From an optimization exercise on the open Yosys and OpenROAD flow, aimed at small area; shortcuts taken in it are not production practice. Only simulation tests tie the RTL to the original design; equivalence was not proved.

// prio_dispatch
module prio_dispatch (
   input  logic                   c_clk,
   input  logic                   rst_n,
   input  logic [4-1:0] hold1_cmd,
   input  logic [4-1:0] hold2_cmd,
   input  logic [4-1:0] hold3_cmd,
   input  logic [4-1:0] hold4_cmd,
   input  calc_cmd_pkg::req_tag_t hold1_tag,
   input  calc_cmd_pkg::req_tag_t hold2_tag,
   input  calc_cmd_pkg::req_tag_t hold3_tag,
   input  calc_cmd_pkg::req_tag_t hold4_tag,
   input  calc_cmd_pkg::operand_t hold1_data1,
   input  calc_cmd_pkg::operand_t hold2_data1,
   input  calc_cmd_pkg::operand_t hold3_data1,
   input  calc_cmd_pkg::operand_t hold4_data1,
   input  calc_cmd_pkg::operand_t hold1_data2,
   input  calc_cmd_pkg::operand_t hold2_data2,
   input  calc_cmd_pkg::operand_t hold3_data2,
   input  calc_cmd_pkg::operand_t hold4_data2,
   output calc_cmd_pkg::opcode_e  prio_adder_cmd,
   output calc_cmd_pkg::out_tag_t prio_adder_tag,
   output calc_cmd_pkg::operand_t prio_adder_data1,
   output calc_cmd_pkg::operand_t prio_adder_data2,
   output logic                   prio_adder_out_vld,
   output calc_cmd_pkg::opcode_e  prio_shift_cmd,
   output calc_cmd_pkg::out_tag_t prio_shift_tag,
   output calc_cmd_pkg::operand_t prio_shift_data1,
   output calc_cmd_pkg::operand_t prio_shift_data2,
   output logic                   prio_shift_out_vld,
   output logic                   port1_invalid_op,
   output logic                   port2_invalid_op,
   output logic                   port3_invalid_op,
   output logic                   port4_invalid_op,
   output calc_cmd_pkg::req_tag_t port1_invalid_tag,
   output calc_cmd_pkg::req_tag_t port2_invalid_tag,
   output calc_cmd_pkg::req_tag_t port3_invalid_tag,
   output calc_cmd_pkg::req_tag_t port4_invalid_tag
);
Settings: LEC_CHECK=0, CAP_MARGIN=20, CELL_PAD_IN_SITES_DETAIL_PLACEMENT=1, CELL_PAD_IN_SITES_GLOBAL_PLACEMENT=2, CORE_MARGIN=2, CORE_UTILIZATION=60, PLACE_DENSITY=0.68, SLEW_MARGIN=20, SYNTH_HIERARCHICAL=1; clock period 6.0 ns.
standard.sh (not shown) runs the stock make flow with config.mk's settings and CLKGATE_MAP_FILE= SYNTH_SCRIPT=/design/flow/synth_recipe.tcl, a recipe that flattens the netlist after the stock synthesis.
==> flow/flow/run.sh <==
#!/bin/bash
# The standard layout (standard.sh, with the standard flow's synthesis and config), with
# two changes: ports are buffered with the smallest buffer, and the clock tree
# uses larger sink clusters and no dummy loads.
set -euo pipefail
export BUFFER_PORTS_ARGS="-buffer_cell sky130_fd_sc_hd__buf_1"
export CTS_ARGS="-sink_clustering_enable -repair_clock_nets -dont_use_dummy_load -sink_clustering_size 25 -sink_clustering_max_diameter 80"
bash standard.sh finish > standard.log 2>&1
The first run failed in global placement without I/O (3_1_place_gp_skip_io).
Edit:
- CORE_UTILIZATION: 60 -> 45
- PLACE_DENSITY: 0.68 -> 0.55
After rerunning:
- The changed run produced a clean layout
- area after synthesis stays the same
- synthesized cell count is unchanged

* * *

job 1662:
prio_dispatch, a different RTL version from the one above (not shown whole).
Size: about 7,100 cells after synthesis, roughly 2,300 flip-flops, ~75,000 um2 of cells after synthesis.
clock: 6.0 ns
lec_check: 0
cap_margin: 20
cell_pad_in_sites_detail_placement: 1
cell_pad_in_sites_global_placement: 2
core_margin: 2
core_utilization: 30
cts_cluster_diameter: 100
cts_cluster_size: 30
place_density: 0.45
slew_margin: 20
synth_hierarchical: 1
run.sh (not shown) runs the stock make flow with config.mk's settings and CLKGATE_MAP_FILE= SYNTH_SCRIPT=/design/flow/synth_recipe.tcl, a recipe that flattens the netlist after the stock synthesis.
Stock flow here: none of the scripts above is used.
Job 1662 reached the end of the flow, and the finished layout is clean on the timing, design-rule and antenna checks.
> inputs changed (job 1662 -> job 6370)
# job 1662
export LEC_CHECK = 0
export CAP_MARGIN = 20
export CELL_PAD_IN_SITES_DETAIL_PLACEMENT = 1
export CELL_PAD_IN_SITES_GLOBAL_PLACEMENT = 2
export CORE_MARGIN = 2
export CORE_UTILIZATION = 30
export CTS_CLUSTER_DIAMETER = 100
export CTS_CLUSTER_SIZE = 30
export PLACE_DENSITY = 0.45
export SLEW_MARGIN = 20
export SYNTH_HIERARCHICAL = 1
create_clock -name core_clock -period 6.0 [get_ports {c_clk}]
# job 6370
export LEC_CHECK = 0
export CAP_MARGIN = 20
export CELL_PAD_IN_SITES_DETAIL_PLACEMENT = 1
export CELL_PAD_IN_SITES_GLOBAL_PLACEMENT = 2
export CORE_MARGIN = 2
export CORE_UTILIZATION = 30
export PLACE_DENSITY = 0.45
export SLEW_MARGIN = 20
export SYNTH_HIERARCHICAL = 1
create_clock -name core_clock -period 6.0 [get_ports {c_clk}]
==> flow/flow/run.sh (new file) <==
#!/bin/bash
# The standard layout (standard.sh, with the standard flow's synthesis and config), with
# two changes: ports are buffered with the smallest buffer, and the clock tree
# uses larger sink clusters and no dummy loads.
set -euo pipefail
export BUFFER_PORTS_ARGS="-buffer_cell sky130_fd_sc_hd__buf_1"
export CTS_ARGS="-sink_clustering_enable -repair_clock_nets -dont_use_dummy_load -sink_clustering_size 25 -sink_clustering_max_diameter 80"
bash standard.sh finish > standard.log 2>&1
==> flow/standard.sh (new file) <==
#!/bin/bash
# synth_recipe.tcl (not shown) runs the flow's synth.tcl, then flattens the netlist and writes it again
# the make line also repeats each setting of config.mk as NAME=value (left out here)
make -C /OpenROAD-flow-scripts/flow DESIGN_CONFIG=/design/flow/config.mk WORK_HOME=/design/flow/orfs CLKGATE_MAP_FILE= SYNTH_SCRIPT=/design/flow/synth_recipe.tcl "${@:-finish}"
removed: flow/run.sh
## What came out
Taking job 1662 as the reference, in job 6370 number of sequential cells did not really move; fmax went up; number of nets with antenna violations after detailed routing did not really move.
Inputs modified between job 6370 and job 5158:
==> flow/run.sh (new file) <==
#!/bin/bash
# synth_recipe.tcl (not shown) runs the flow's synth.tcl, then flattens the netlist and writes it again
# the make line also repeats each setting of config.mk as NAME=value (left out here)
make -C /OpenROAD-flow-scripts/flow DESIGN_CONFIG=/design/flow/config.mk WORK_HOME=/design/flow/orfs CLKGATE_MAP_FILE= SYNTH_SCRIPT=/design/flow/synth_recipe.tcl finish
removed: flow/flow/run.sh
removed: flow/standard.sh
Results
- A highest-delay cell along the critical path of sky130_fd_sc_hd__or4_1 is what job 6370 shows, while sky130_fd_sc_hd__dfxtp_4 belongs to job 5158.
- Relative to job 6370, final worst-path cycle share has increased by 1.4 points in job 5158.
- Diff job 6370..job 5158 | global-route usage | negligible
- The run showing the smaller met3 demand-to-capacity share in global routing is job 6370.
- Of job 5158 and job 6370, the higher via total after detailed routing belongs to job 5158.

-- static timing again, ports no longer ideal --
No port has a modelled driver above. Below, the same layouts with a new extraction and two added sets of constraints.
Step 1: set_driving_cell puts a clkbuf_16 on c_clk and a buf_2 on each other input, an assumption about the parent block.
Step 2 times the ports against the registers' clock, not the clock port: input delays grow and output delays shrink by t, the midpoint of the rising clock arrivals with the driver on.
a / b / c = ideal ports / drivers / drivers and shift; a / b = the first two.
run | shift t [ns] | setup WS [ns] | worst slew at a driven data input, ns
the second run of note 1 | 0.843 | 0.626 / 0.626 / 0.626 | 0.12
job 1662 | 0.905 | 0.612 / 0.612 / 0.207 | 0.18
job 6370 | 0.923 | 0.653 / 0.653 / 0.292 | 0.25
job 5158 | 1.002 | 0.570 / 0.570 / 0.139 | 0.17
After both steps every run listed still meets setup and hold. For job 5158, which loses most, drivers alone change the setup slack by 0.000 ns; drivers and shift together by -0.431 ns.
